From an optimization exercise on the open Yosys and OpenROAD flow, aimed at small area, a short achievable clock period and few clock cycles per item; shortcuts taken in it are not production practice. Function was not checked in any run shown here: the RTL went through the layout flow alone. Power is estimated from default activity; no workload was simulated.

--- run.sh ---
#!/bin/bash
# synth_recipe.tcl (not shown) runs the flow's synth.tcl, then flattens the netlist and writes it again
# the make line also repeats each setting of config.mk as NAME=value (left out here)
make -C /OpenROAD-flow-scripts/flow DESIGN_CONFIG=/design/flow/config.mk WORK_HOME=/design/flow/orfs CLKGATE_MAP_FILE= SYNTH_SCRIPT=/design/flow/synth_recipe.tcl finish
--- config.mk ---
export PLATFORM = sky130hd
export DESIGN_NAME = vector_floating_point_divide_unit_iterative
export DESIGN_NICKNAME = vector_floating_point_divide_unit_iterative
export VERILOG_FILES = /design/flow/design.v
export SDC_FILE = /design/flow/constraint.sdc
export NUM_CORES = 4
export LEC_CHECK = 0
export CAP_MARGIN = 20
export CORE_MARGIN = 2
export CORE_UTILIZATION = 40
export SLEW_MARGIN = 20
--- constraint.sdc ---
create_clock -name core_clock -period 5.5 [get_ports {clock}]
set_input_delay 1.1000 -clock core_clock [delete_from_list [all_inputs] [get_ports {clock}]]
set_output_delay 1.1000 -clock core_clock [all_outputs]
set_load 0.01 [all_outputs]
--- design.v ---
package vector_floating_point_divide_unit_iterative_pkg;
  localparam logic [2:0] ZERO   = 3'd0;
  localparam logic [2:0] NORMAL = 3'd1;
  localparam logic [2:0] INF    = 3'd2;
  localparam logic [2:0] QNAN   = 3'd3;
  localparam logic [2:0] SNAN   = 3'd4;
  localparam int FF_NV = 4;
  localparam int FF_DZ = 3;
  localparam int FF_OF = 2;
  localparam int FF_UF = 1;
  localparam int FF_NX = 0;
  localparam logic [1:0] IDLE   = 2'd0;
  localparam logic [1:0] DIVIDE = 2'd1;
  localparam logic [1:0] ROUND  = 2'd2;
  localparam logic [1:0] DONE   = 2'd3;
  localparam logic [31:0] FP32_CANONICAL_NAN  = 32'h7FC00000;
  localparam int          FP32_BIAS           = 127;
  localparam int          FP32_DIV_ITERATIONS = 26;
  function automatic logic [2:0] fp32_classify(input logic [31:0] x);
    logic [2:0] c;
    if (x[30:23] == 8'h00)      c = ZERO;
    else if (x[30:23] == 8'hFF) c = (x[22:0] == 23'd0) ? INF :
                                    (x[22] ? QNAN : SNAN);
    else                        c = NORMAL;
    fp32_classify = c;
  endfunction
endpackage
module fp32_divide_lane (
  input  logic        clock,
  input  logic        load,
  input  logic        step,
  input  logic        round,
  input  logic [30:0] op_a,
  input  logic [30:0] op_b,
  input  logic        sign_in,
  output logic [31:0] result,
  output logic [4:0]  flags
);
  localparam int NV = vector_floating_point_divide_unit_iterative_pkg::FF_NV;
  localparam int DZ = vector_floating_point_divide_unit_iterative_pkg::FF_DZ;
  localparam int OF = vector_floating_point_divide_unit_iterative_pkg::FF_OF;
  localparam int UF = vector_floating_point_divide_unit_iterative_pkg::FF_UF;
  localparam int NX = vector_floating_point_divide_unit_iterative_pkg::FF_NX;
  logic [26:0] s_q, c_q;   
  logic [22:0] d_q;        
  logic [25:0] q_q;        
  logic [9:0]  e_q;        
  logic        h_q;        
  logic        s_sign_q;
  logic        sp_nan_q, sp_inf_q, sp_zero_q, sp_nv_q, sp_dz_q;
  logic        rs_q;
  logic [7:0]  re_q;
  logic a_zero, a_inf, a_nan, a_snan, b_zero, b_inf, b_nan, b_snan;
  logic a_ff, b_ff, a_fz, b_fz;
  assign a_ff   = &op_a[30:23];
  assign b_ff   = &op_b[30:23];
  assign a_fz   = ~|op_a[22:0];
  assign b_fz   = ~|op_b[22:0];
  assign a_zero = ~|op_a[30:23];
  assign b_zero = ~|op_b[30:23];
  assign a_inf  = a_ff & a_fz;
  assign b_inf  = b_ff & b_fz;
  assign a_nan  = a_ff & ~a_fz;
  assign b_nan  = b_ff & ~b_fz;
  assign a_snan = a_nan & ~op_a[22];
  assign b_snan = b_nan & ~op_b[22];
  logic p_nan, p_inf, p_zero, p_nv, p_dz, p_invalid;
  assign p_invalid = (a_zero & b_zero) | (a_inf & b_inf);
  assign p_nan  = a_nan | b_nan | p_invalid;
  assign p_nv   = a_snan | b_snan | p_invalid;
  assign p_inf  = ~p_nan & (a_inf | b_zero);
  assign p_dz   = ~p_nan & ~a_inf & b_zero;
  assign p_zero = ~p_nan & ~a_inf & ~b_zero & (a_zero | b_inf);
  logic [9:0] e_in;
  assign e_in = {2'b00, op_a[30:23]} - {2'b00, op_b[30:23]} + 10'd126;
  logic h_in;
  assign h_in = (op_a[22:20] <= op_b[22:20]);
  logic [7:0] est;
  assign est = s_q[26:19] + c_q[26:19];
  logic signed [7:0] m2, m1, m0, mm1;
  always_comb begin
    case (d_q[22:20])
      3'd0: begin m2 = 8'sd24; m1 = 8'sd6;  m0 = -8'sd10; mm1 = -8'sd26; end
      3'd1: begin m2 = 8'sd27; m1 = 8'sd7;  m0 = -8'sd12; mm1 = -8'sd30; end
      3'd2: begin m2 = 8'sd30; m1 = 8'sd8;  m0 = -8'sd13; mm1 = -8'sd33; end
      3'd3: begin m2 = 8'sd32; m1 = 8'sd8;  m0 = -8'sd14; mm1 = -8'sd36; end
      3'd4: begin m2 = 8'sd35; m1 = 8'sd9;  m0 = -8'sd16; mm1 = -8'sd40; end
      3'd5: begin m2 = 8'sd38; m1 = 8'sd10; m0 = -8'sd17; mm1 = -8'sd43; end
      3'd6: begin m2 = 8'sd40; m1 = 8'sd10; m0 = -8'sd18; mm1 = -8'sd46; end
      default: begin m2 = 8'sd43; m1 = 8'sd11; m0 = -8'sd20; mm1 = -8'sd50; end
    endcase
  end
  logic ge2, ge1, ge0, gem1;
  assign ge2  = ($signed(est) >= m2);
  assign ge1  = ($signed(est) >= m1);
  assign ge0  = ($signed(est) >= m0);
  assign gem1 = ($signed(est) >= mm1);
  logic qpos, qneg, qone, qtwo;
  assign qpos = ge1;                        
  assign qneg = ~ge0;                       
  assign qtwo = ge2 | ~gem1;                
  assign qone = (ge1 & ~ge2) | (gem1 & ~ge0);  
  logic [26:0] mag, addend;
  assign mag    = ({27{qone}} & {3'b000, 1'b1, d_q}) | ({27{qtwo}} & {2'b00, 1'b1, d_q, 1'b0});
  assign addend = qpos ? ~mag : mag;
  logic [26:0] sum, cy;
  assign sum = s_q ^ c_q ^ addend;
  assign cy  = (s_q & c_q) | (s_q & addend) | (c_q & addend);
  logic [25:0] q_dec;
  logic [1:0]  dig;
  assign q_dec = q_q - 26'd1;
  assign dig   = {qtwo | (qone & qneg), qone};
  logic        neg, nz;
  logic [26:0] wsum;
  assign wsum = s_q + c_q;
  assign neg  = wsum[26];
  assign nz   = ((s_q ^ c_q) != {(s_q[25:0] | c_q[25:0]), 1'b0});
  logic        lead1, norm, r, xb, lsb, up, inexact;
  logic [22:0] frac, fr, fr_inc;
  logic        c_inc, c;
  logic [9:0]  e0, e_inc, e_fin;
  logic        ovf, unf, ovf0, unf0, ovf1, unf1;
  logic [31:0] rnd_res;
  logic [4:0]  rnd_flags;
  always_comb begin
    lead1   = q_q[25];
    norm    = ~h_q | lead1;
    frac    = lead1 ? q_q[24:2] : q_q[23:1];
    r       = lead1 ? q_q[1]    : q_q[0];
    xb      = lead1 & q_q[0];
    lsb     = frac[0];
    up      = r & (xb | (~neg & (lsb | nz)));
    inexact = r | xb | nz;
    {c_inc, fr_inc} = {1'b0, frac} + 24'd1;
    fr      = up ? fr_inc : frac;
    c       = up & c_inc;
    e0      = e_q + {9'd0, norm};
    e_inc   = e0 + 10'd1;
    ovf0    = ($signed(e0) >= 10'sd255);
    unf0    = ($signed(e0) <= 10'sd0);
    ovf1    = ($signed(e_inc) >= 10'sd255);
    unf1    = ($signed(e_inc) <= 10'sd0);
    e_fin   = c ? e_inc : e0;
    ovf     = c ? ovf1 : ovf0;
    unf     = c ? unf1 : unf0;
    rnd_flags = '0;
    if (sp_nan_q) begin
      rnd_res       = 32'h7FC00000;
      rnd_flags[NV] = sp_nv_q;
    end else if (sp_inf_q) begin
      rnd_res       = {s_sign_q, 8'hFF, 23'd0};
      rnd_flags[DZ] = sp_dz_q;
    end else if (sp_zero_q) begin
      rnd_res       = {s_sign_q, 31'd0};
    end else if (ovf) begin
      rnd_res       = {s_sign_q, 8'hFF, 23'd0};
      rnd_flags[OF] = 1'b1;
      rnd_flags[NX] = 1'b1;
    end else if (unf) begin
      rnd_res       = {s_sign_q, 31'd0};
      rnd_flags[UF] = 1'b1;
      rnd_flags[NX] = 1'b1;
    end else begin
      rnd_res       = {s_sign_q, e_fin[7:0], fr};
      rnd_flags[NX] = inexact;
    end
  end
  assign flags = rnd_flags;
  always_ff @(posedge clock) begin
    if (load) begin
      s_q       <= h_in ? {2'b00, 1'b1, op_a[22:0], 1'b0} : {3'b000, 1'b1, op_a[22:0]};
      c_q       <= '0;
      d_q       <= op_b[22:0];
      e_q       <= e_in;
      h_q       <= h_in;
      s_sign_q  <= sign_in;
      sp_nan_q  <= p_nan;
      sp_inf_q  <= p_inf;
      sp_zero_q <= p_zero;
      sp_nv_q   <= p_nv;
      sp_dz_q   <= p_dz;
    end else if (step) begin
      s_q <= {sum[24:0], 2'b00};
      c_q <= {cy[23:0], qpos, 2'b00};
      q_q <= qneg ? {q_dec[23:0], dig} : {q_q[23:0], dig};
    end
    if (round) begin
      q_q[22:0] <= rnd_res[22:0];
      re_q      <= rnd_res[30:23];
      rs_q      <= rnd_res[31];
    end
  end
  assign result = {rs_q, re_q, q_q[22:0]};
endmodule
module vector_floating_point_divide_unit_iterative #(
  parameter int VLEN = 128,
  parameter int SEW  = 32
) (
  input  logic            clock,
  input  logic            reset,
  input  logic            flush,
  input  logic            in_valid,
  output logic            in_ready,
  input  logic            reverse,
  input  logic [VLEN-1:0] vs2,
  input  logic [VLEN-1:0] vs1,
  output logic            out_valid,
  input  logic            out_ready,
  output logic [VLEN-1:0] vd,
  output logic [4:0]      fflags
);
  localparam int NUM_LANES = VLEN / SEW;
  localparam int STEPS     = 13;
  if (SEW != 32) begin : g_sew_chk
    $error("vector divider supports SEW=32 only");
  end
  if (VLEN % 32 != 0) begin : g_vlen_chk
    $error("VLEN must be a multiple of 32");
  end
  logic       ld_q;       
  logic       it_q;
  logic       rnd_q;
  logic [3:0] cnt_q;
  logic       ov_q;
  logic       accept, step_en, last, it_d;
  assign in_ready  = ld_q;
  assign out_valid = ov_q;
  assign accept    = ld_q & in_valid & ~flush;
  assign step_en   = it_q & (~ov_q | out_ready);
  assign last      = (cnt_q == 4'(STEPS - 1));
  assign it_d      = accept | (it_q & ~(step_en & last));
  always_ff @(posedge clock or posedge reset) begin
    if (reset) begin
      ld_q  <= 1'b0;
      it_q  <= 1'b0;
      rnd_q <= 1'b0;
      cnt_q <= '0;
      ov_q  <= 1'b0;
    end else if (flush) begin
      ld_q  <= 1'b1;
      it_q  <= 1'b0;
      rnd_q <= 1'b0;
      cnt_q <= '0;
      ov_q  <= 1'b0;
    end else begin
      it_q  <= it_d;
      if (step_en) cnt_q <= last ? 4'd0 : cnt_q + 4'd1;
      rnd_q <= step_en & last;
      ld_q  <= ~accept & ~it_d;
      if (rnd_q)          ov_q <= 1'b1;
      else if (out_ready) ov_q <= 1'b0;
    end
  end
  logic [NUM_LANES-1:0][31:0] lane_res;
  logic [NUM_LANES-1:0][4:0]  lane_flags;
  logic [4:0]                 flags_or;
  for (genvar i = 0; i < NUM_LANES; i++) begin : g_lane
    logic [30:0] op_a, op_b;
    assign op_a = reverse ? vs1[32*i +: 31] : vs2[32*i +: 31];
    assign op_b = reverse ? vs2[32*i +: 31] : vs1[32*i +: 31];
    assign vd[32*i +: 32] = lane_res[i];
    fp32_divide_lane u_lane (
      .clock    (clock),
      .load     (ld_q),
      .step     (step_en),
      .round    (rnd_q),
      .op_a     (op_a),
      .op_b     (op_b),
      .sign_in  (vs1[32*i+31] ^ vs2[32*i+31]),
      .result   (lane_res[i]),
      .flags    (lane_flags[i])
    );
  end
  always_comb begin
    flags_or = '0;
    for (int i = 0; i < NUM_LANES; i++) flags_or = flags_or | lane_flags[i];
  end
  always_ff @(posedge clock) begin
    if (rnd_q) fflags <= flags_or;
  end
endmodule
==> out/qor.txt, run 1 <==
outcome -> finished clean
# Post-CTS Setup Buffers -> 0
#FFs+latches synth -> 521
core area -> 116000 um2
# setup viols final -> 0
gr usage total -> 23.6%
Period minus WS final -> 4.85 ns
die area -> 119000 um2
Final period util -> 88.2%
Net Switching -> 9.95 mW
max-slew headroom at the worst pin -> 35.5%
wire per inst -> 21.3 um
asr flop ratio synth -> 1.54%
# rows -> 125
startpoint class of the critical path -> flip-flop
CTS tree -> built
Crit. End Element -> flip-flop
clk latency of the worst-skew pair -> 0.65 ns
share of cells above drive strength 1 -> 6.96%
Layout Nets -> 5923
Final Hold Viols -> 0
post-route DRC violation count -> 0
Max VDD drop -> 427 uV
IO Count -> 397
share of the synthesized area in the top cell type -> 26.6%
largest net degree at the start of global routing -> 102
Num CTS Buffers -> 69
unrepaired setup endpoints after global routing -> false
Layout fillers -> 10988
Mapped Area -> 46600 um2
slowest library cell on the worst path -> or4_4
worst path required time -> 5.94 ns
antenna violations before repair -> 8
PD cells -> 433 nW/um2
EDFF count, synth -> 413
Post-DP HPWL -> 111000 um
area of the multi-input gates -> 29000 um2
Primary FF master, synth -> edfxtp_1
share of total power in combinational logic -> 54.7%
gp weighted congestion -> 0.911
met1 Usage GRT -> 33.9%
switching part of the total -> 42.8%
clock share of power -> 20.1%
Hold Crit Class -> reg2reg
commonest non-fill, non-tap cell in the layout -> edfxtp_1
mean post-synth cell area -> 9.24 um2
Seq/Total Area, Yosys -> 31.3%
first-pass GRT wire length -> 222000 um
synthesized instance count -> 5048
DRT iter0 DRCs -> 2985
TritonRoute pass-1 iters -> 10
max-cap viol count -> 0
sequential share of power -> 25.3%
CP Cell Sequence -> inv_1, ha_1, nand4_2, nor4_2, nand4_1, o221ai_1, xnor2_1, o32a_1, or4_4, mux2_2, nand3_2, o32ai_1
Max clock buf depth -> 3
Unique masters post-synth -> 90
Slew Limit Fails -> 0
most frequent cells in the layout -> edfxtp_1 (413), clkdlybuf4s50_1 (395), inv_1 (360), ha_1 (359), nor2_1 (348)
WL final -> 145000 um
P&R area growth vs syn -> 15.3%
final hold slack -> 0.477 ns
area leader, netlist -> edfxtp_1
P_int -> 13.3 mW
grt ovf -> 0
H-tree depth -> 3
# clock sinks -> 521
slew at the pin with the worst max-slew slack -> 0.947 ns
Worst Path Max Fanout -> 22
Starting Density -> 40.2%
area occupied by registers -> 14600 um2
met3 Resource Use GR -> 3.24%
class of the most critical setup path -> reg2reg
via count -> 38102
CP Data Arrival Time -> 5.29 ns
vias in the first global route -> 36832
clk_skew -> 0.0340 ns
post-synth net total -> 5765
most used routing layer -> met2
Worst-path clk slew -> 0.06 ns
routing usage on met2 -> 36.9%
Non-Filler Instances -> 6786
static leakage -> 20.7 nW
Placed Cells -> 6659
DIE HEIGHT -> 345 um
via/cell ratio -> 5.61
slowest stage delay, CP -> 0.75 ns
fmax -> 206 MHz
Yosys Warn Count -> 2
setup TNS -> 0 ns
PortBufs -> 396
Die Wd -> 345 um
leading post-synthesis cells by cell area -> edfxtp_1 (27%), ha_1 (9.6%), xnor2_1 (6.4%)
Hold Buf Count CTS -> 0
DRT antenna net count -> 0
Root Driver -> clkbuf_16
PostCTS Resize Cnt -> 0
-- per-layer routing --
metal	up-vias	share of wire, %
met5	-	0.050
met4	10	2.6
met3	165	5.9
met2	1086	44
met1	18419	47
li1	18422	-
-- path summary, 6_finish.rpt --
kind,slack [ns],to,from,cells after the start
min reg2reg,0.48,g_lane[0].u_lane.c_q[3],g_lane[0].u_lane.c_q[3],2
min,0.48,g_lane[0].u_lane.c_q[3],g_lane[0].u_lane.c_q[3],2
max in group asynchronous,4.52,ld_q,reset,2
max reg2reg,0.65,g_lane[2].u_lane.q_q[5],g_lane[2].u_lane.c_q[23],12
min in group asynchronous,0.72,cnt_q[2],reset,2
max,0.65,g_lane[2].u_lane.q_q[5],g_lane[2].u_lane.c_q[23],12
-- power by group through the flow --
stage,registers [mW],logic (mW),clock network [mW]
floorplan,5.63,9.18,0
global placement,5.93,12.4,0
detailed placement,5.95,12.5,0
CTS,5.87,12.7,4.77
global route,5.97,14.2,4.91
finish,5.88,12.7,4.67
-- cell families (layout without fill, tap and decap cells) --
family,count (synthesis),count (layout),synth area share (%)
buffers and inverters,743,956,6.84
AND/OR/NAND/NOR,1433,1433,15.6
AO/OA/AOI/OAI,974,974,13.7
adder cells (fa/ha/maj),455,455,13.8
multiplexers,416,416,9.28
other,0,1,0
flip-flops,521,521,31.3
XOR/XNOR,506,506,9.50
-- critical path: cells and delay by family (launching register included) --
family                     cells  cell delay, ns
and+or+nand+nor                5            2.01
AOI/OAI and AO/OA              3            1.34
muxes                          1            0.31
xor gates and xnor gates       1            0.10
adders and majority gates      1            0.44
buffers and inverters          1            0.08
DFF                            1            0.35
-- state kept, by name, indices dropped and copies added (netlist names) --
| name | count |
|---|---|
| g_lane.u_lane.c_q | 100 |
| it_q | 1 |
| g_lane.u_lane.s_q | 108 |
| rnd_q | 1 |
| fflags | 5 |
| g_lane.u_lane.e_q | 40 |
| g_lane.u_lane.sp_nan_q | 4 |
| g_lane.u_lane.q_q | 104 |
| g_lane.u_lane.s_sign_q | 4 |
| g_lane.u_lane.sp_zero_q | 4 |
| g_lane.u_lane.sp_inf_q | 4 |
| ov_q | 1 |
| g_lane.u_lane.sp_dz_q | 4 |
| g_lane.u_lane.re_q | 32 |
| ld_q | 1 |
| g_lane.u_lane.d_q | 92 |
| g_lane.u_lane.h_q | 4 |
| g_lane.u_lane.sp_nv_q | 4 |
| g_lane.u_lane.rs_q | 4 |
| cnt_q | 4 |
-- through the flow --
| stage | power [mW] | util (%) | instance area (um2) | setup slack, ns |
|---|---|---|---|---|
| 5_1_grt | 25.1 | 46.4 | 53700 | 0.367 |
| 4_1_cts | 23.3 | 46.4 | 53700 | 0.669 |
| 3_3_place_gp | 18.3 | 44.4 | 51500 | 0.841 |
| 3_5_place_dp | 18.5 | 44.4 | 51500 | 0.697 |
| 2_1_floorplan | 14.8 | - | 46600 | 0.556 |
| 6_report | 23.3 | 46.4 | 53800 | 0.647 |
-- cell type report --
cell class                      instances  area share [%]
Multi-Input combinational cell       3784            53.9
Sequential cell                       521            27.2
Timing Repair Buffer                  468            8.58
Clock buffer                           98            3.66
Tap cell                             1524            3.55
Inverter                              362            2.53
Clock inverter                         28           0.596
Antenna cell                            1         0.00466
-- synth_stat cells, drive strengths merged, types with 28 or more instances --
master / instances
mux2: 130
ha: 359
edfxtp: 413
a21oi: 222
nand2: 310
xnor2: 340
a22oi: 72
dfxtp: 100
o21ai: 191
nor4: 81
o22ai: 65
clkbuf: 227
a211oi: 115
nor3: 109
or4: 31
inv: 361
buf: 154
nand2b: 60
nor2: 350
or3: 28
nand4: 100
xor2: 166
and2: 33
a21o: 67
fa: 96
mux2i: 286
nor2b: 60
nand3: 147
==> run 2: changes to the inputs <==
--- a/config.mk
+++ b/config.mk
@@ -7,2 +7,3 @@
 export LEC_CHECK = 0
+export ABC_CLOCK_PERIOD_IN_PS = 3200
 export CAP_MARGIN = 20
==> run 2 against run 1 <==
Net effect: clock power barely moved; register-to-register slack barely moved; non-clock buffer count did not move; first-iteration DRC count did not move; die area did not move; sequential cell count did not move; via count did not move; global-route usage did not move; largest power group unchanged; critical path depth did not move; clock skew did not move; synthesized cell count did not move; sequential share of layout area did not move.
==> out/qor.txt, run 2 <==
WL final -> 145000 um
PostCTS Resize Cnt -> 0
Final Hold Viols -> 0
CP Data Arrival Time -> 5.29 ns
wire per inst -> 21.3 um
first-pass GRT wire length -> 222000 um
Most flops, register -> g_lane.u_lane.s_q
# Post-CTS Setup Buffers -> 0
commonest non-fill, non-tap cell in the layout -> edfxtp_1
gr usage total -> 23.6%
outcome -> finished clean
gp weighted congestion -> 0.911
Unique masters post-synth -> 90
PortBufs -> 396
Final period util -> 88.2%
Mapped Area -> 46600 um2
Critical Path End -> g_lane[2].u_lane.q_q[5]
Layout Nets -> 5923
clk_skew -> 0.0340 ns
most frequent cell after synthesis -> edfxtp_1
DIE HEIGHT -> 345 um
unrepaired setup endpoints after global routing -> false
Post-DP HPWL -> 111000 um
r2r startpoint -> g_lane[2].u_lane.c_q[23]
# rows -> 125
share of cells above drive strength 1 -> 6.96%
P&R area growth vs syn -> 15.3%
mean post-synth cell area -> 9.24 um2
clk latency of the worst-skew pair -> 0.65 ns
core area -> 116000 um2
Final Total Pwr -> 23.3 mW
via/cell ratio -> 5.61
area leader, netlist -> edfxtp_1
leading post-synthesis cells by cell area -> edfxtp_1 (27%), ha_1 (9.6%), xnor2_1 (6.4%)
Seq/Total Area, Yosys -> 31.3%
post-route DRC violation count -> 0
TritonRoute pass-1 iters -> 10
die area -> 119000 um2
startpoint class of the critical path -> flip-flop
Max clock buf depth -> 3
max-slew headroom at the worst pin -> 35.5%
Hold Crit Class -> reg2reg
Crit. End Element -> flip-flop
EDFF count, synth -> 413
DRT iter0 DRCs -> 2985
post-synth net total -> 5765
share of the synthesized area in the top cell type -> 26.6%
Primary FF master, synth -> edfxtp_1
Layout fillers -> 10988
max reg flops -> 108
max-cap viol count -> 0
IO Count -> 397
vias in the first global route -> 36832
asr flop ratio synth -> 1.54%
Die Wd -> 345 um
Num CTS Buffers -> 69
Root Driver -> clkbuf_16
Placed Cells -> 6659
antenna violations before repair -> 8
synthesized instance count -> 5048
Hold Buf Count CTS -> 0
Yosys Warn Count -> 2
r2r setup slk -> 0.65 ns
class of the most critical setup path -> reg2reg
most frequent cells in the layout -> edfxtp_1 (413), clkdlybuf4s50_1 (395), inv_1 (360), ha_1 (359), nor2_1 (348)
DRT antenna net count -> 0
leading registers by flop count -> g_lane.u_lane.s_q x108, g_lane.u_lane.q_q x104, g_lane.u_lane.c_q x100
worst path required time -> 5.94 ns
Slew Limit Fails -> 0
grt ovf -> 0
#FFs+latches synth -> 521
# setup viols final -> 0
largest net degree at the start of global routing -> 102
area occupied by registers -> 14600 um2
reg2reg end -> g_lane[2].u_lane.q_q[5]
area of the multi-input gates -> 29000 um2
via count -> 38102
Max VDD drop -> 427 uV
reg2reg path depth -> 12
Non-Filler Instances -> 6786
PD cells -> 433 nW/um2
Synth top cells by count -> edfxtp_1 (413), inv_1 (360), ha_1 (359)
Setup WS post-layout -> 0.647 ns
fmax -> 206 MHz
CTS tree -> built
Layout Utilization -> 46.4%
Starting Density -> 40.2%
static leakage -> 20.7 nW
pre-CTS setup slack -> 0.697 ns
Period minus WS final -> 4.85 ns
Worst Path Max Fanout -> 22
H-tree depth -> 3
Worst-path clk slew -> 0.06 ns
setup TNS -> 0 ns
# clock sinks -> 521
critical path launch point -> g_lane[2].u_lane.c_q[23]
slew at the pin with the worst max-slew slack -> 0.947 ns
-- run 2: kinds of logic (layout without fill, tap and decap cells) --
family                   Yosys count  after routing  synth area share [%]
flip-flops                       521            521                  31.3
buffers and inverters            743            956                  6.84
AO/OA/AOI/OAI                    974            974                  13.7
adder cells (fa/ha/maj)          455            455                  13.8
multiplexers                     416            416                  9.28
other                              0              1                     0
XOR/XNOR                         506            506                  9.50
AND/OR/NAND/NOR                 1433           1433                  15.6
-- run 2: report_power, final --
group / switching (mW) / total (mW) / internal [mW]
sequential: 0.659 / 5.88 / 5.22
combinational: 7.41 / 12.7 / 5.30
clock: 1.88 / 4.67 / 2.78
-- run 2: through the flow --
| step | hold slack [ns] | cell area (um2) |
|---|---|---|
| floorplan | 0.454 | 46600 |
| global placement | 0.469 | 51500 |
| detailed placement | 0.469 | 51500 |
| CTS | 0.478 | 53700 |
| global route | 0.506 | 53700 |
| finish | 0.477 | 53800 |
-- run 2: critical path: stages, from the launching register on --
cell and delay [ns]:
dfxtp_1 0.35, inv_1 0.08, ha_1 0.44, nand4_2 0.20, nor4_2 0.37, nand4_1 0.24
o221ai_1 0.32, xnor2_1 0.10, o32a_1 0.59, or4_4 0.75, mux2_2 0.31, nand3_2 0.45
o32ai_1 0.43
-- run 2: how the worst min path moves through the flow --
stage	from	to	slack (ns)	depth (start not counted)
finish	g_lane[0].u_lane.c_q[3]	g_lane[0].u_lane.c_q[3]	0.48	2
global route	g_lane[2].u_lane.c_q[4]	g_lane[2].u_lane.c_q[4]	0.51	2
detailed placement	g_lane[0].u_lane.c_q[3]	g_lane[0].u_lane.c_q[3]	0.47	2
floorplan	g_lane[0].u_lane.c_q[3]	g_lane[0].u_lane.c_q[3]	0.45	2
CTS	g_lane[0].u_lane.c_q[3]	g_lane[0].u_lane.c_q[3]	0.48	2
global placement	g_lane[0].u_lane.c_q[3]	g_lane[0].u_lane.c_q[3]	0.47	2
-- run 2: final cells by class --
cell class | count | share of cell area (%)
multi-input cells | 3784 | 53.9
flip-flops and latches | 521 | 27.2
repair buffers | 468 | 8.58
well taps | 1524 | 3.55
clock inverters | 28 | 0.596
diodes | 1 | 0.00466
inverters | 362 | 2.53
clock buffers | 98 | 3.66
-- run 2: layer usage --
layer  wire, um  vias up  GRT usage, %
met3       8480      165          3.24
met2      64300     1086          36.9
met1      68100    18419          33.9
li1           -    18422             -
met4       3790       10          6.95
met5         72        -             0
==> run 3: changes to the inputs <==
--- a/config.mk
+++ b/config.mk
@@ -7,3 +7,3 @@
 export LEC_CHECK = 0
-export ABC_CLOCK_PERIOD_IN_PS = 3200
+export ABC_CLOCK_PERIOD_IN_PS = 2500
 export CAP_MARGIN = 20
==> run 3 against run 2 <==
Net effect: global-route usage unchanged; sequential power about the same; area after synthesis unchanged; final area unchanged; highest routed layer unchanged; hold slack unchanged; cell count unchanged; first-iteration DRC count unchanged; sequential share of layout area unchanged.
==> out/qor.txt, run 3 <==
pre-CTS setup slack -> 0.697 ns
Hold Buf Count CTS -> 0
max-slew headroom at the worst pin -> 35.5%
Hold Path Cell Cnt -> 2
reg2reg end -> g_lane[2].u_lane.q_q[5]
TritonRoute pass-1 iters -> 10
clk latency of the worst-skew pair -> 0.65 ns
Net Switching -> 9.95 mW
Layout fillers -> 10988
clk_skew -> 0.0340 ns
Final period util -> 88.2%
commonest non-fill, non-tap cell in the layout -> edfxtp_1
setup TNS -> 0 ns
max reg flops -> 108
Synth top cells by count -> edfxtp_1 (413), inv_1 (360), ha_1 (359)
gr usage total -> 23.6%
largest net degree at the start of global routing -> 102
leading post-synthesis cells by cell area -> edfxtp_1 (27%), ha_1 (9.6%), xnor2_1 (6.4%)
area leader, netlist -> edfxtp_1
Non-Filler Instances -> 6786
mux cell area share after synthesis -> 9.28%
Layout Utilization -> 46.4%
gp weighted congestion -> 0.911
PD cells -> 433 nW/um2
PostCTS Resize Cnt -> 0
fmax -> 206 MHz
via count -> 38102
static leakage -> 20.7 nW
Hold Crit Class -> reg2reg
synthesized instance count -> 5048
share of cells above drive strength 1 -> 6.96%
share of the synthesized area in the top cell type -> 26.6%
Root Driver -> clkbuf_16
class of the most critical setup path -> reg2reg
area occupied by registers -> 14600 um2
antenna violations before repair -> 8
CP bufs+invs -> 1
Seq/Total Area, Yosys -> 31.3%
IO Count -> 397
Final Total Pwr -> 23.3 mW
share of total power in combinational logic -> 54.7%
first-pass GRT wire length -> 222000 um
DIE HEIGHT -> 345 um
switching part of the total -> 42.8%
P_int -> 13.3 mW
Crit path max-delay family -> simple AND/OR/NAND/NOR gates
CTS tree -> built
Synth Area in Compound Gates -> 13.7%
CP Cell Sequence -> inv_1, ha_1, nand4_2, nor4_2, nand4_1, o221ai_1, xnor2_1, o32a_1, or4_4, mux2_2, nand3_2, o32ai_1
slew at the pin with the worst max-slew slack -> 0.947 ns
unrepaired setup endpoints after global routing -> false
DRT iter0 DRCs -> 2985
post-synth net total -> 5765
Unique masters post-synth -> 90
mean post-synth cell area -> 9.24 um2
largest family of logic cells by synthesized area -> simple AND/OR/NAND/NOR gates
DRT antenna net count -> 0
slowest library cell on the worst path -> or4_4
clock share of power -> 20.1%
core area -> 116000 um2
most frequent cells in the layout -> edfxtp_1 (413), clkdlybuf4s50_1 (395), inv_1 (360), ha_1 (359), nor2_1 (348)
XOR/XNOR Fraction of Synth Area -> 9.50%
Die Wd -> 345 um
Post-DP HPWL -> 111000 um
worst hold start -> g_lane[0].u_lane.c_q[3]
Primary FF master, synth -> edfxtp_1
startpoint class of the critical path -> flip-flop
# Post-CTS Setup Buffers -> 0
Setup WS post-layout -> 0.647 ns
simple-gate portion of the synthesized area -> 15.6%
WHS Endpoint -> g_lane[0].u_lane.c_q[3]
via/cell ratio -> 5.61
Worst-path clk slew -> 0.06 ns
WL final -> 145000 um
Mapped Area -> 46600 um2
post-route DRC violation count -> 0
H-tree depth -> 3
max-cap viol count -> 0
Layout Nets -> 5923
r2r setup slk -> 0.65 ns
# clock sinks -> 521
P&R area growth vs syn -> 15.3%
Most flops, register -> g_lane.u_lane.s_q
CP Data Arrival Time -> 5.29 ns
wire per inst -> 21.3 um
Placed Cells -> 6659
outcome -> finished clean
final instance area -> 53800 um2
Num CTS Buffers -> 69
Max VDD drop -> 427 uV
Crit. End Element -> flip-flop
adder-cell share of the synthesized area -> 13.8%
# rows -> 125
Starting Density -> 40.2%
PortBufs -> 396
grt ovf -> 0
leading registers by flop count -> g_lane.u_lane.s_q x108, g_lane.u_lane.q_q x104, g_lane.u_lane.c_q x100
asr flop ratio synth -> 1.54%
slowest stage delay, CP -> 0.75 ns
Max clock buf depth -> 3
Slew Limit Fails -> 0
Period minus WS final -> 4.85 ns
worst path required time -> 5.94 ns
vias in the first global route -> 36832
most frequent cell after synthesis -> edfxtp_1
placed inst area -> 51500 um2
die area -> 119000 um2
EDFF count, synth -> 413
Final Hold Viols -> 0
Yosys Warn Count -> 2
area of the multi-input gates -> 29000 um2
reg2reg path depth -> 12
# setup viols final -> 0
Worst Path Max Fanout -> 22
r2r startpoint -> g_lane[2].u_lane.c_q[23]
#FFs+latches synth -> 521
final hold slack -> 0.477 ns
sequential share of power -> 25.3%
-- run 3: layer usage --
metal / wire [um] / track usage, %
met1: 68100 / 33.9
met4: 3790 / 6.95
met3: 8480 / 3.24
met2: 64300 / 36.9
met5: 72 / 0
-- run 3: power groups by stage --
stage,Clock (mW),Combinational (mW),Sequential [mW]
2_1_floorplan,0,9.18,5.63
3_3_place_gp,0,12.4,5.93
3_5_place_dp,0,12.5,5.95
4_1_cts,4.77,12.7,5.87
5_1_grt,4.91,14.2,5.97
6_report,4.67,12.7,5.88
-- run 3: logic make-up after synthesis --
| kind of cell | count (synthesis) |
|---|---|
| DFF | 521 |
| muxes | 416 |
| xor gates and xnor gates | 506 |
| buffers and inverters | 743 |
| and+or+nand+nor | 1433 |
| adders and majority gates | 455 |
| AOI/OAI and AO/OA | 974 |
-- run 3: area by class of cell --
class / instances / area share, %
Multi-Input combinational cell: 3784 / 53.9
Timing Repair Buffer: 468 / 8.58
Sequential cell: 521 / 27.2
Clock inverter: 28 / 0.596
Antenna cell: 1 / 0.00466
Clock buffer: 98 / 3.66
Tap cell: 1524 / 3.55
Inverter: 362 / 2.53
-- run 3: tightest hold or removal path, cell delays in order (launching register included) --
cell	delay, ns
dfxtp_1	0.32
nand2_1	0.06
a21oi_1	0.05
-- run 3: worst max path at each step --
| stage | start | endpoint | slack [ns] | cells after the start |
|---|---|---|---|---|
| 2_1_floorplan | reverse | g_lane[1].u_lane.s_q[2] | 0.56 | 14 |
| 3_3_place_gp | g_lane[2].u_lane.c_q[23] | g_lane[2].u_lane.q_q[14] | 0.84 | 12 |
| 3_5_place_dp | g_lane[2].u_lane.c_q[23] | g_lane[2].u_lane.q_q[5] | 0.70 | 12 |
| 4_1_cts | g_lane[2].u_lane.c_q[23] | g_lane[2].u_lane.q_q[11] | 0.67 | 12 |
| 5_1_grt | g_lane[2].u_lane.c_q[23] | g_lane[2].u_lane.q_q[11] | 0.37 | 12 |
| 6_report | g_lane[2].u_lane.c_q[23] | g_lane[2].u_lane.q_q[5] | 0.65 | 12 |
==> run 4: changes to the inputs <==
--- a/design.v
+++ b/design.v
@@ -77,15 +77,15 @@
   assign h_in = (op_a[22:20] <= op_b[22:20]);
-  logic [7:0] est;
-  assign est = s_q[26:19] + c_q[26:19];
-  logic signed [7:0] m2, m1, m0, mm1;
+  logic [6:0] est;
+  assign est = s_q[26:20] + c_q[26:20];
+  logic signed [6:0] m2, m1, m0, mm1;
   always_comb begin
     case (d_q[22:20])
-      3'd0: begin m2 = 8'sd24; m1 = 8'sd6;  m0 = -8'sd10; mm1 = -8'sd26; end
-      3'd1: begin m2 = 8'sd27; m1 = 8'sd7;  m0 = -8'sd12; mm1 = -8'sd30; end
-      3'd2: begin m2 = 8'sd30; m1 = 8'sd8;  m0 = -8'sd13; mm1 = -8'sd33; end
-      3'd3: begin m2 = 8'sd32; m1 = 8'sd8;  m0 = -8'sd14; mm1 = -8'sd36; end
-      3'd4: begin m2 = 8'sd35; m1 = 8'sd9;  m0 = -8'sd16; mm1 = -8'sd40; end
-      3'd5: begin m2 = 8'sd38; m1 = 8'sd10; m0 = -8'sd17; mm1 = -8'sd43; end
-      3'd6: begin m2 = 8'sd40; m1 = 8'sd10; m0 = -8'sd18; mm1 = -8'sd46; end
-      default: begin m2 = 8'sd43; m1 = 8'sd11; m0 = -8'sd20; mm1 = -8'sd50; end
+      3'd0: begin m2 = 7'sd12; m1 = 7'sd3; m0 = -7'sd5;  mm1 = -7'sd13; end
+      3'd1: begin m2 = 7'sd14; m1 = 7'sd4; m0 = -7'sd6;  mm1 = -7'sd15; end
+      3'd2: begin m2 = 7'sd15; m1 = 7'sd4; m0 = -7'sd6;  mm1 = -7'sd16; end
+      3'd3: begin m2 = 7'sd16; m1 = 7'sd4; m0 = -7'sd7;  mm1 = -7'sd18; end
+      3'd4: begin m2 = 7'sd18; m1 = 7'sd5; m0 = -7'sd8;  mm1 = -7'sd20; end
+      3'd5: begin m2 = 7'sd19; m1 = 7'sd5; m0 = -7'sd8;  mm1 = -7'sd21; end
+      3'd6: begin m2 = 7'sd20; m1 = 7'sd5; m0 = -7'sd9;  mm1 = -7'sd23; end
+      default: begin m2 = 7'sd22; m1 = 7'sd6; m0 = -7'sd10; mm1 = -7'sd25; end
     endcase
--- a/config.mk
+++ b/config.mk
@@ -7,3 +7,2 @@
 export LEC_CHECK = 0
-export ABC_CLOCK_PERIOD_IN_PS = 2500
 export CAP_MARGIN = 20
@@ -11,2 +10,3 @@
 export CORE_UTILIZATION = 40
+export SETUP_SLACK_MARGIN = 1.5
 export SLEW_MARGIN = 20
==> run 4 against run 3 <==
Net effect: the layout now fails its checks (max-capacitance violations, max-slew violations); non-clock buffer count up 119; sequential share of layout area fell by 1.2 points; synthesized cell count fell by 1.1%; global-route usage shrank 0.42 points; wire length down 0.76%; cell count up 1.1%; fmax increased by 17%; total power up 9.0%.
==> out/qor.txt, run 4 <==
synthesized instance count -> 4992
worst hold start -> g_lane[0].u_lane.c_q[2]
Primary FF master, synth -> edfxtp_1
WL final -> 144000 um
setup TNS -> 0 ns
PortBufs -> 396
Final Hold Viols -> 0
Most flops, register -> g_lane.u_lane.s_q
Num CTS Buffers -> 70
gr usage total -> 23.2%
reg2reg path depth -> 15
Final period util -> 75.7%
Crit. End Element -> flip-flop
max-slew headroom at the worst pin -> -1.88%
H-tree depth -> 3
asr flop ratio synth -> 1.54%
antenna violations before repair -> 18
Root Driver -> clkbuf_16
Max VDD drop -> 353 uV
#FFs+latches synth -> 521
Worst Path Max Fanout -> 7
Slew Limit Fails -> 8
area occupied by registers -> 14600 um2
leading post-synthesis cells by cell area -> edfxtp_1 (27%), ha_1 (9.3%), mux2i_1 (6.0%)
share of cells above drive strength 1 -> 13.7%
largest net degree at the start of global routing -> 81
post-route DRC violation count -> 0
Net Switching -> 10.9 mW
worst path required time -> 5.86 ns
grt ovf -> 0
leading registers by flop count -> g_lane.u_lane.s_q x108, g_lane.u_lane.q_q x104, g_lane.u_lane.c_q x100
max-cap viol count -> 1
vias in the first global route -> 36844
IO Count -> 397
static leakage -> 21.6 nW
commonest non-fill, non-tap cell in the layout -> edfxtp_1
clk_skew -> 0.0265 ns
Post-DP HPWL -> 105000 um
P&R area growth vs syn -> 21.0%
Yosys Warn Count -> 2
Worst-path clk slew -> 0.06 ns
DRT antenna net count -> 0
r2r startpoint -> g_lane[2].u_lane.s_q[20]
PD cells -> 451 nW/um2
Layout Nets -> 5976
fmax -> 240 MHz
Mapped Area -> 46400 um2
class of the most critical setup path -> reg2reg
TritonRoute pass-1 iters -> 6
Hold Crit Class -> reg2reg
slew at the pin with the worst max-slew slack -> 1.52 ns
wire per inst -> 20.9 um
sequential share of power -> 23.2%
Unique masters post-synth -> 107
Seq/Total Area, Yosys -> 31.4%
Layout fillers -> 10725
max reg flops -> 108
clock share of power -> 17.9%
share of the synthesized area in the top cell type -> 26.7%
startpoint class of the critical path -> flip-flop
EDFF count, synth -> 413
DRT iter0 DRCs -> 3368
Period minus WS final -> 4.16 ns
core area -> 116000 um2
P_int -> 14.5 mW
most frequent cells in the layout -> edfxtp_1 (413), clkdlybuf4s50_1 (395), inv_1 (355), nand2_1 (342), ha_1 (325)
WHS Endpoint -> g_lane[0].u_lane.c_q[2]
# setup viols final -> 0
mean post-synth cell area -> 9.30 um2
# rows -> 125
Die Wd -> 345 um
Fail Reasons -> max-capacitance violations, max-slew violations
switching part of the total -> 42.9%
via count -> 38596
most frequent cell after synthesis -> edfxtp_1
# clock sinks -> 521
post-synth net total -> 5697
die area -> 119000 um2
DIE HEIGHT -> 345 um
area leader, netlist -> edfxtp_1
first-pass GRT wire length -> 215000 um
Hold Path Cell Cnt -> 2
share of total power in combinational logic -> 58.9%
CP Data Arrival Time -> 4.53 ns
clk latency of the worst-skew pair -> 0.64 ns
unrepaired setup endpoints after global routing -> true
via/cell ratio -> 5.62
Synth top cells by count -> edfxtp_1 (413), inv_1 (358), ha_1 (347)
CTS tree -> built
area of the multi-input gates -> 30200 um2
outcome -> failed layout checks
Max clock buf depth -> 3
Layout Utilization -> 48.6%
r2r setup slk -> 1.34 ns
Starting Density -> 40.1%
reg2reg end -> g_lane[2].u_lane.s_q[13]
gp weighted congestion -> 0.910
## run 4: how the worst max path moves through the flow
stage	startpoint	to	slack [ns]	cells past startpoint
3_5_place_dp	g_lane[0].u_lane.c_q[24]	g_lane[0].u_lane.q_q[7]	0.72	12
3_3_place_gp	g_lane[0].u_lane.c_q[25]	g_lane[0].u_lane.q_q[7]	0.75	12
2_1_floorplan	reverse	g_lane[3].u_lane.e_q[8]	1.39	17
6_report	g_lane[2].u_lane.s_q[20]	g_lane[2].u_lane.s_q[13]	1.34	15
4_1_cts	g_lane[2].u_lane.s_q[20]	g_lane[2].u_lane.s_q[19]	1.49	20
5_1_grt	g_lane[2].u_lane.s_q[20]	g_lane[2].u_lane.s_q[15]	1.22	16
## run 4: power by group through the flow
stage	clock network (mW)	registers (mW)	logic, mW
floorplan	0	5.64	8.82
global placement	0	5.95	11.7
detailed placement	0	5.96	11.9
CTS	4.64	5.89	13.5
global route	4.79	5.99	16.5
finish	4.54	5.90	14.9
## run 4: area by class of cell
type	instances	share of cell area (%)
antenna	11	0.0490
sequential	521	26.0
tap	1524	3.39
inverter	360	2.41
multi-input combinational	3731	53.7
clock inverter	47	0.632
timing repair buffer	587	10.5
clock buffer	82	3.35
## run 4: what timing repair did
action,in CTS,in global routing
gates cloned,8,7
setup buffers,49,45
setup endpoints to repair,305,299
pin swaps,30,88
gates resized for setup,142,200
hold buffers,0,0
## run 4: per-layer routing
layer / global-route usage, % / share of wire, %
met5: 0 / 0.038
met4: 7.13 / 2.6
met2: 34.7 / 43
met1: 33.5 / 46
met3: 4.62 / 7.9
## run 4: cells by family (layout without fill, tap and decap cells)
group | after synthesis | in the layout | synth area share [%]
and+or+nand+nor | 1395 | 1400 | 15.4
AOI/OAI and AO/OA | 971 | 972 | 13.9
buffers and inverters | 746 | 1076 | 7.11
DFF | 521 | 521 | 31.4
xor gates and xnor gates | 508 | 508 | 9.60
adders and majority gates | 443 | 443 | 13.5
muxes | 408 | 408 | 9.14
other | 0 | 11 | 0
## run 4: worst max-delay path, cell delays in order, from the launching register on
cell       delay [ns]
edfxtp_1         0.44
ha_4             0.20
fa_2             0.62
ha_4             0.23
a21o_1           0.19
a21oi_2          0.19
a21oi_4          0.09
a2111oi_4        0.39
nand2_2          0.12
o22ai_4          0.20
buf_6            0.18
buf_12           0.16
a22oi_2          0.08
xor2_1           0.17
fa_2             0.57
o21ai_1          0.06
## run 4: stage by stage
step | hold slack, ns | area (um2) | total power, mW | instances | setup WS [ns]
after floorplan | 0.454 | 46700 | 14.5 | 4992 | 1.39
after global placement | 0.464 | 51300 | 17.6 | 6613 | 0.754
after detailed placement | 0.472 | 51300 | 17.9 | 6614 | 0.722
after CTS | 0.480 | 54800 | 24.1 | 6800 | 1.49
after global routing | 0.494 | 56200 | 27.2 | 6860 | 1.22
final | 0.478 | 56200 | 25.4 | 6863 | 1.34
==> run 5: changes to the inputs <==
--- a/config.mk
+++ b/config.mk
@@ -10,3 +10,2 @@
 export CORE_UTILIZATION = 40
-export SETUP_SLACK_MARGIN = 1.5
 export SLEW_MARGIN = 20
==> run 5 against run 4 <==
Net effect: sequential cell count stayed put; first-iteration DRC count shrank 7.4%; the run now finishes clean; area after synthesis stayed put; non-clock buffer count down 119; final area decreased by 4.7%; critical path type unchanged; combinational power shrank 19%; sequential power hardly changed.
==> out/qor.txt, run 5 <==
Layout Nets -> 5850
IO Count -> 397
class of the most critical setup path -> reg2reg
first-pass GRT wire length -> 220000 um
most frequent cell after synthesis -> edfxtp_1
simple-gate portion of the synthesized area -> 15.4%
unrepaired setup endpoints after global routing -> false
Slew Limit Fails -> 0
synthesized instance count -> 4992
DRT antenna net count -> 0
asr flop ratio synth -> 1.54%
share of the synthesized area in the top cell type -> 26.7%
adder-cell share of the synthesized area -> 13.5%
most frequent cells in the layout -> edfxtp_1 (413), clkdlybuf4s50_1 (395), inv_1 (358), ha_1 (347), nand2_1 (345)
area of the multi-input gates -> 28700 um2
max-cap viol count -> 0
clk latency of the worst-skew pair -> 0.65 ns
Starting Density -> 40.1%
die area -> 119000 um2
vias in the first global route -> 36364
Mapped Area -> 46400 um2
largest family of logic cells by synthesized area -> simple AND/OR/NAND/NOR gates
Unique masters post-synth -> 107
Synth Area in Compound Gates -> 13.9%
area occupied by registers -> 14600 um2
static leakage -> 20.7 nW
Num CTS Buffers -> 69
Synth top cells by count -> edfxtp_1 (413), inv_1 (358), ha_1 (347)
fmax -> 210 MHz
setup TNS -> 0 ns
reg2reg path depth -> 18
clk_skew -> 0.0271 ns
# Post-CTS Setup Buffers -> 0
leading registers by flop count -> g_lane.u_lane.s_q x108, g_lane.u_lane.q_q x104, g_lane.u_lane.c_q x100
Max VDD drop -> 294 uV
worst path required time -> 5.86 ns
wire per inst -> 21.2 um
grt ovf -> 0
Die Wd -> 345 um
H-tree depth -> 3
#FFs+latches synth -> 521
P&R area growth vs syn -> 15.3%
post-synth net total -> 5697
Setup WS post-layout -> 0.748 ns
r2r startpoint -> g_lane[2].u_lane.s_q[20]
PD cells -> 427 nW/um2
Final Hold Viols -> 0
Layout fillers -> 11056
Max clock buf depth -> 3
EDFF count, synth -> 413
Hold Crit Class -> reg2reg
Seq/Total Area, Yosys -> 31.4%
CTS tree -> built
area leader, netlist -> edfxtp_1
pre-CTS setup slack -> 0.324 ns
via/cell ratio -> 5.61
Most flops, register -> g_lane.u_lane.s_q
gp weighted congestion -> 0.895
DRT iter0 DRCs -> 3118
max reg flops -> 108
via count -> 37773
antenna violations before repair -> 5
Yosys Warn Count -> 2
slew at the pin with the worst max-slew slack -> 1.14 ns
Post-DP HPWL -> 109000 um
share of cells above drive strength 1 -> 7.40%
Non-Filler Instances -> 6728
leading post-synthesis cells by cell area -> edfxtp_1 (27%), ha_1 (9.3%), mux2i_1 (6.0%)
final hold slack -> 0.481 ns
r2r setup slk -> 0.75 ns
PostCTS Resize Cnt -> 0
core area -> 116000 um2
CP Data Arrival Time -> 5.11 ns
Crit. End Element -> flip-flop
Hold Buf Count CTS -> 0
Final period util -> 86.4%
XOR/XNOR Fraction of Synth Area -> 9.60%
WL final -> 143000 um
Layout Utilization -> 46.3%
Primary FF master, synth -> edfxtp_1
# rows -> 125
Period minus WS final -> 4.75 ns
mean post-synth cell area -> 9.30 um2
# setup viols final -> 0
gr usage total -> 23.6%
Root Driver -> clkbuf_16
max-slew headroom at the worst pin -> 23.4%
Worst-path clk slew -> 0.06 ns
outcome -> finished clean
post-route DRC violation count -> 0
largest net degree at the start of global routing -> 103
commonest non-fill, non-tap cell in the layout -> edfxtp_1
Worst Path Max Fanout -> 25
DIE HEIGHT -> 345 um
Placed Cells -> 6598
PortBufs -> 396
startpoint class of the critical path -> flip-flop
worst hold start -> g_lane[0].u_lane.c_q[4]
critical path launch point -> g_lane[2].u_lane.s_q[20]
Hold Path Cell Cnt -> 2
TritonRoute pass-1 iters -> 6
# clock sinks -> 521
mux cell area share after synthesis -> 9.14%
run 5: worst max-delay path: stages, from the launching register on:
cell and delay [ns]:
edfxtp_1 0.39, ha_1 0.22, fa_1 0.41, a21oi_1 0.15, nor2_1 0.08, nor2_1 0.11, xor2_1 0.26, inv_1 0.12
ha_1 0.33, nand2_1 0.08, a21oi_1 0.04, a2111oi_0 0.62, nand2_1 0.15, o22ai_2 0.19, buf_4 0.33, a22oi_1 0.16
xor2_1 0.19, fa_1 0.53, o21ai_0 0.08
run 5: metal layers:
| layer | GRT usage, % | vias to the layer above | part of all wire [%] |
|---|---|---|---|
| met2 | 35.0 | 1186 | 42 |
| met1 | 36.0 | 18281 | 49 |
| met3 | 4.02 | 126 | 6.9 |
| met4 | 4.55 | 4 | 1.7 |
| met5 | 0 | - | 0.020 |
| li1 | - | 18176 | - |
run 5: kinds of logic (layout without fill, tap and decap cells):
logic type                 Yosys count  after routing
AOI/OAI and AO/OA                  971            971
xor gates and xnor gates           508            508
DFF                                521            521
adders and majority gates          443            443
buffers and inverters              746            955
muxes                              408            408
and+or+nand+nor                   1395           1395
other                                0              3
run 5: worst paths after layout:
path | to
setup / recovery | g_lane[2].u_lane.s_q[19]
hold / removal | g_lane[0].u_lane.c_q[4]
setup reg to reg | g_lane[2].u_lane.s_q[19]
hold reg to reg | g_lane[0].u_lane.c_q[4]
max in group asynchronous | rnd_q
min in group asynchronous | it_q
run 5: where the power goes:
part	switching [mW]	internal, mW	leakage (nW)
combinational	7.14	4.94	14.5
sequential	0.657	5.24	5.00
clock	1.93	2.96	1.17
total	9.72	13.1	20.7
run 5: area by class of cell:
type                    count  share of cell area [%]
clock inverters            43                    1.09
clock buffers              84                    3.43
inverters                 360                    2.52
flip-flops and latches    521                    27.3
well taps                1524                    3.56
multi-input cells        3725                    53.5
diodes                      3                  0.0140
repair buffers            468                    8.57
run 5: metrics by stage:
step	total power, mW	area [um2]
6_report	22.9	53600
5_1_grt	24.7	53500
4_1_cts	22.9	53500
3_5_place_dp	17.9	51100
3_3_place_gp	17.7	51100
2_1_floorplan	14.4	46500

[separate check: timing with driven ports]
The results above use ideal ports. As a check the final layouts listed here were re-extracted and re-timed, cells and wires unchanged. Step 1: set_driving_cell puts a clkbuf_16 on clock and a buf_2 on each other input, an assumption about the parent block. Step 2, shift: input delay + t, output delay - t, t = (earliest + latest rising clock arrival at the registers) / 2. This alone moves slack from input paths to output paths. Slacks: ideal ports / drivers / drivers and shift; pairs: ideal ports / drivers.
run	t, ns	setup slack, ns	worst setup path at the end	latest minus earliest clock arrival (ns)
run 1	0.703	0.647 / 0.647 / 0.647	register to register	0.034 / 0.034
run 2	0.703	0.647 / 0.647 / 0.647	register to register	0.034 / 0.034
run 3	0.703	0.647 / 0.647 / 0.647	register to register	0.034 / 0.034
run 4	0.702	1.336 / 1.336 / 0.847	input to register	0.032 / 0.032
run 5	0.712	0.748 / 0.748 / 0.343	input to register	0.032 / 0.032
For run 4, which loses most, drivers alone change the setup slack by 0.000 ns; drivers and shift together by -0.489 ns.
